This design comes from an exercise in tuning for small area and a short achievable clock period on the open sky130 flow, not from production work.
In this exercise RTL edits were held to simulation tests only and were not proved equivalent to the original.

## bbox_top
module bbox_top (
    input  logic               clk,
    input  logic               rst_n,
    input  logic [143:0]       tri_in,
    input  logic               tri_valid,
    input  logic [47:0]        screen,
    input  logic [3:0]         ss_code,
    input  logic               hold,
    output logic [143:0]       out_tri,
    output logic [95:0]        out_box,
    output logic               out_valid
);
    localparam int NM = 183;
    logic [2:0]    keep_r, keep_d;
    logic [143:0]  t1_q, t2_q, t3_q;
    logic          v1, v2, v3;
    logic [24:0]   dx10_d, dy21_d, dy10_d, dx21_d;
    logic [24:0]   dx10, dy21, dy10, dx21;
    logic          x2lt0_d, y2lt0_d, x2lt0, y2lt0;
    logic [5:0]    ord_d, ord2;
    logic [NM-1:0] mid_d, mid2;
    logic [95:0]   box_d, box3;
    logic          back_face;
    bbox_snap u_snap (
        .ss_code (ss_code),
        .keep    (keep_d)
    );
    bbox_pipe u_diff (
        .tri_in (tri_in),
        .dx10   (dx10_d),
        .dy21   (dy21_d),
        .dy10   (dy10_d),
        .dx21   (dx21_d),
        .x2lt0  (x2lt0_d),
        .y2lt0  (y2lt0_d)
    );
    bbox_cull_a u_cull_a (
        .dx10 (dx10),
        .dy21 (dy21),
        .dy10 (dy10),
        .dx21 (dx21),
        .m    (mid_d)
    );
    assign ord_d = {dx10[24], dx21[24], x2lt0, dy10[24], dy21[24], y2lt0};
    bbox_cull_b u_cull_b (
        .m         (mid2),
  ...
export LEC_CHECK = 0
export ABC_AREA = 1
export CAP_MARGIN = 20
export CORE_MARGIN = 2
export CORE_UTILIZATION = 55
export SLEW_MARGIN = 40
export TNS_END_PERCENT = 10
create_clock -name core_clock -period 15.0 [get_ports {clk}]
standard.sh (not shown) runs the stock make flow with config.mk's settings and CLKGATE_MAP_FILE= SYNTH_SCRIPT=/design/flow/synth_recipe.tcl, a recipe that flattens the netlist after the stock synthesis.
==> flow/flow/run.sh <==
#!/bin/bash
set -euo pipefail
bash standard.sh SETUP_SLACK_MARGIN=10.5 MATCH_CELL_FOOTPRINT=0 \
  "BUFFER_PORTS_ARGS=-buffer_cell sky130_fd_sc_hd__buf_1" finish > make.log 2>&1
Change:
--- a/flow/design.v
+++ b/flow/design.v
@@ -1669,19 +1669,17 @@
     assign back_face = fsum[49];
 endmodule
 `timescale 1ns/1ps
 module bbox_pipe (
     input  logic [143:0] tri_in,
     output logic [24:0]  dx10,
     output logic [24:0]  dy21,
     output logic [24:0]  dy10,
-    output logic [24:0]  dx21,
-    output logic         x2lt0,
-    output logic         y2lt0
+    output logic [24:0]  dx21
 );
     wire [24:0] x0 = {tri_in[  47], tri_in[  24 +: 24]};
     wire [24:0] y0 = {tri_in[  23], tri_in[   0 +: 24]};
     wire [24:0] x1 = {tri_in[  95], tri_in[  72 +: 24]};
     wire [24:0] y1 = {tri_in[  71], tri_in[  48 +: 24]};
     wire [24:0] x2 = {tri_in[ 143], tri_in[ 120 +: 24]};
     wire [24:0] y2 = {tri_in[ 119], tri_in[  96 +: 24]};
     wire [24:0] dx10_g = x1 & ~x0;
@@ -2151,16 +2149,28 @@
     wire dx21_sg55 = dx21_sg37 | (dx21_sp37 & dx21_sg45);
     wire dx21_sp55 = dx21_sp37 & dx21_sp45;
     wire dx21_sg56 = dx21_sg46 | (dx21_sp46 & dx21_sg45);
     wire dx21_sp56 = dx21_sp46 & dx21_sp45;
     wire dx21_sg57 = dx21_sg47 | (dx21_sp47 & dx21_sg45);
     wire dx21_sp57 = dx21_sp47 & dx21_sp45;
     wire [24:0] dx21_c = {dx21_sg56, dx21_sg55, dx21_sg54, dx21_sg53, dx21_sg52, dx21_sg51, dx21_sg50, dx21_sg49, dx21_sg48, dx21_sg45, dx21_sg44, dx21_sg43, dx21_sg42, dx21_sg41, dx21_sg40, dx21_sg39, dx21_sg38, dx21_sg29, dx21_sg28, dx21_sg27, dx21_sg26, dx21_sg15, dx21_sg14, dx21_sg1, 1'b1};
     assign dx21 = dx21_p ^ dx21_c;
+endmodule
+module bbox_order (
+    input  logic [143:0] tri_in,
+    output logic         x2lt0,
+    output logic         y2lt0
+);
+    wire [24:0] x0 = {tri_in[  47], tri_in[  24 +: 24]};
+    wire [24:0] y0 = {tri_in[  23], tri_in[   0 +: 24]};
+    wire [24:0] x1 = {tri_in[  95], tri_in[  72 +: 24]};
+    wire [24:0] y1 = {tri_in[  71], tri_in[  48 +: 24]};
+    wire [24:0] x2 = {tri_in[ 143], tri_in[ 120 +: 24]};
+    wire [24:0] y2 = {tri_in[ 119], tri_in[  96 +: 24]};
     wire [24:0] x2lt0_g = x2 & ~x0;
     wire [24:0] x2lt0_p = ~(x2 ^ x0);
     wire x2lt0_tg1 = x2lt0_g[0] | (x2lt0_p[0] & 1'b1);
     wire x2lt0_tp1 = x2lt0_p[0] & 1'b0;
     wire x2lt0_tg2 = x2lt0_g[2] | (x2lt0_p[2] & x2lt0_g[1]);
     wire x2lt0_tp2 = x2lt0_p[2] & x2lt0_p[1];
     wire x2lt0_tg3 = x2lt0_g[4] | (x2lt0_p[4] & x2lt0_g[3]);
     wire x2lt0_tp3 = x2lt0_p[4] & x2lt0_p[3];
@@ -2273,33 +2283,36 @@
     output logic               out_valid
 );
     localparam int NM = 183;
     logic [2:0]    keep_r, keep_d;
     logic [143:0]  t1_q, t2_q, t3_q;
     logic          v1, v2, v3;
     logic [24:0]   dx10_d, dy21_d, dy10_d, dx21_d;
     logic [24:0]   dx10, dy21, dy10, dx21;
-    logic          x2lt0_d, y2lt0_d, x2lt0, y2lt0;
+    logic          x2lt0, y2lt0;
     logic [5:0]    ord_d, ord2;
     logic [NM-1:0] mid_d, mid2;
     logic [95:0]   box_d, box3;
     logic          back_face;
     bbox_snap u_snap (
         .ss_code (ss_code),
         .keep    (keep_d)
     );
     bbox_pipe u_diff (
         .tri_in (tri_in),
         .dx10   (dx10_d),
         .dy21   (dy21_d),
         .dy10   (dy10_d),
-        .dx21   (dx21_d),
-        .x2lt0  (x2lt0_d),
-        .y2lt0  (y2lt0_d)
+        .dx21   (dx21_d)
+    );
+    bbox_order u_order (
+        .tri_in (t1_q),
+        .x2lt0  (x2lt0),
+        .y2lt0  (y2lt0)
     );
     bbox_cull_a u_cull_a (
         .dx10 (dx10),
         .dy21 (dy21),
         .dy10 (dy10),
         .dx21 (dx21),
         .m    (mid_d)
     );
@@ -2320,18 +2333,16 @@
     end
     always_ff @(posedge clk) begin
         if (!hold) begin
             t1_q  <= tri_in;
             dx10  <= dx10_d;
             dy21  <= dy21_d;
             dy10  <= dy10_d;
             dx21  <= dx21_d;
-            x2lt0 <= x2lt0_d;
-            y2lt0 <= y2lt0_d;
             t2_q  <= t1_q;
             mid2  <= mid_d;
             ord2  <= ord_d;
             t3_q  <= t2_q;
             box3  <= box_d;
         end
     end
     always_ff @(posedge clk or negedge rst_n) begin
The changed run produced a clean layout.
Via count came out higher by 0.53%.
Critical path depth climbs by 3.
Wire length is lower by 0.49%.
Hold slack gets worse by 0.0096 ns.
Final area rose by 0.30%.
Die area stays flat.
Final cell count grows by 0.91%.
Setup slack loses 0.10 ns.
Core utilization fell by 0.40 points.
Count of clock-buffer cells in the layout came out higher by 1.

## re-timing with driven ports
The flow's constraints put no driver on any port. The routed layouts listed below were extracted and timed again, unchanged, in two steps. Step 1, drivers: a clkbuf_16 drives clk and a buf_2 each remaining input, both assumed. Step 2, shift: input delay + t, output delay - t, t = (earliest + latest rising clock arrival at the registers) / 2. This alone moves slack from input paths to output paths. Three values: no drivers, after step 1, after step 2; two values: the first two.
| run | t (ns) | setup WS [ns] | hold slack, ns |
|---|---|---|---|
| the first run | 0.755 | 10.467 / 10.501 / 9.761 | 0.394 / 0.394 / 0.394 |
| the second run | 0.766 | 10.365 / 10.365 / 9.766 | 0.384 / 0.384 / 0.384 |
After both steps setup and hold are still met in every run listed. The setup slack of the first run, which loses most, moves by +0.034 ns with the drivers and by -0.706 ns with both steps.
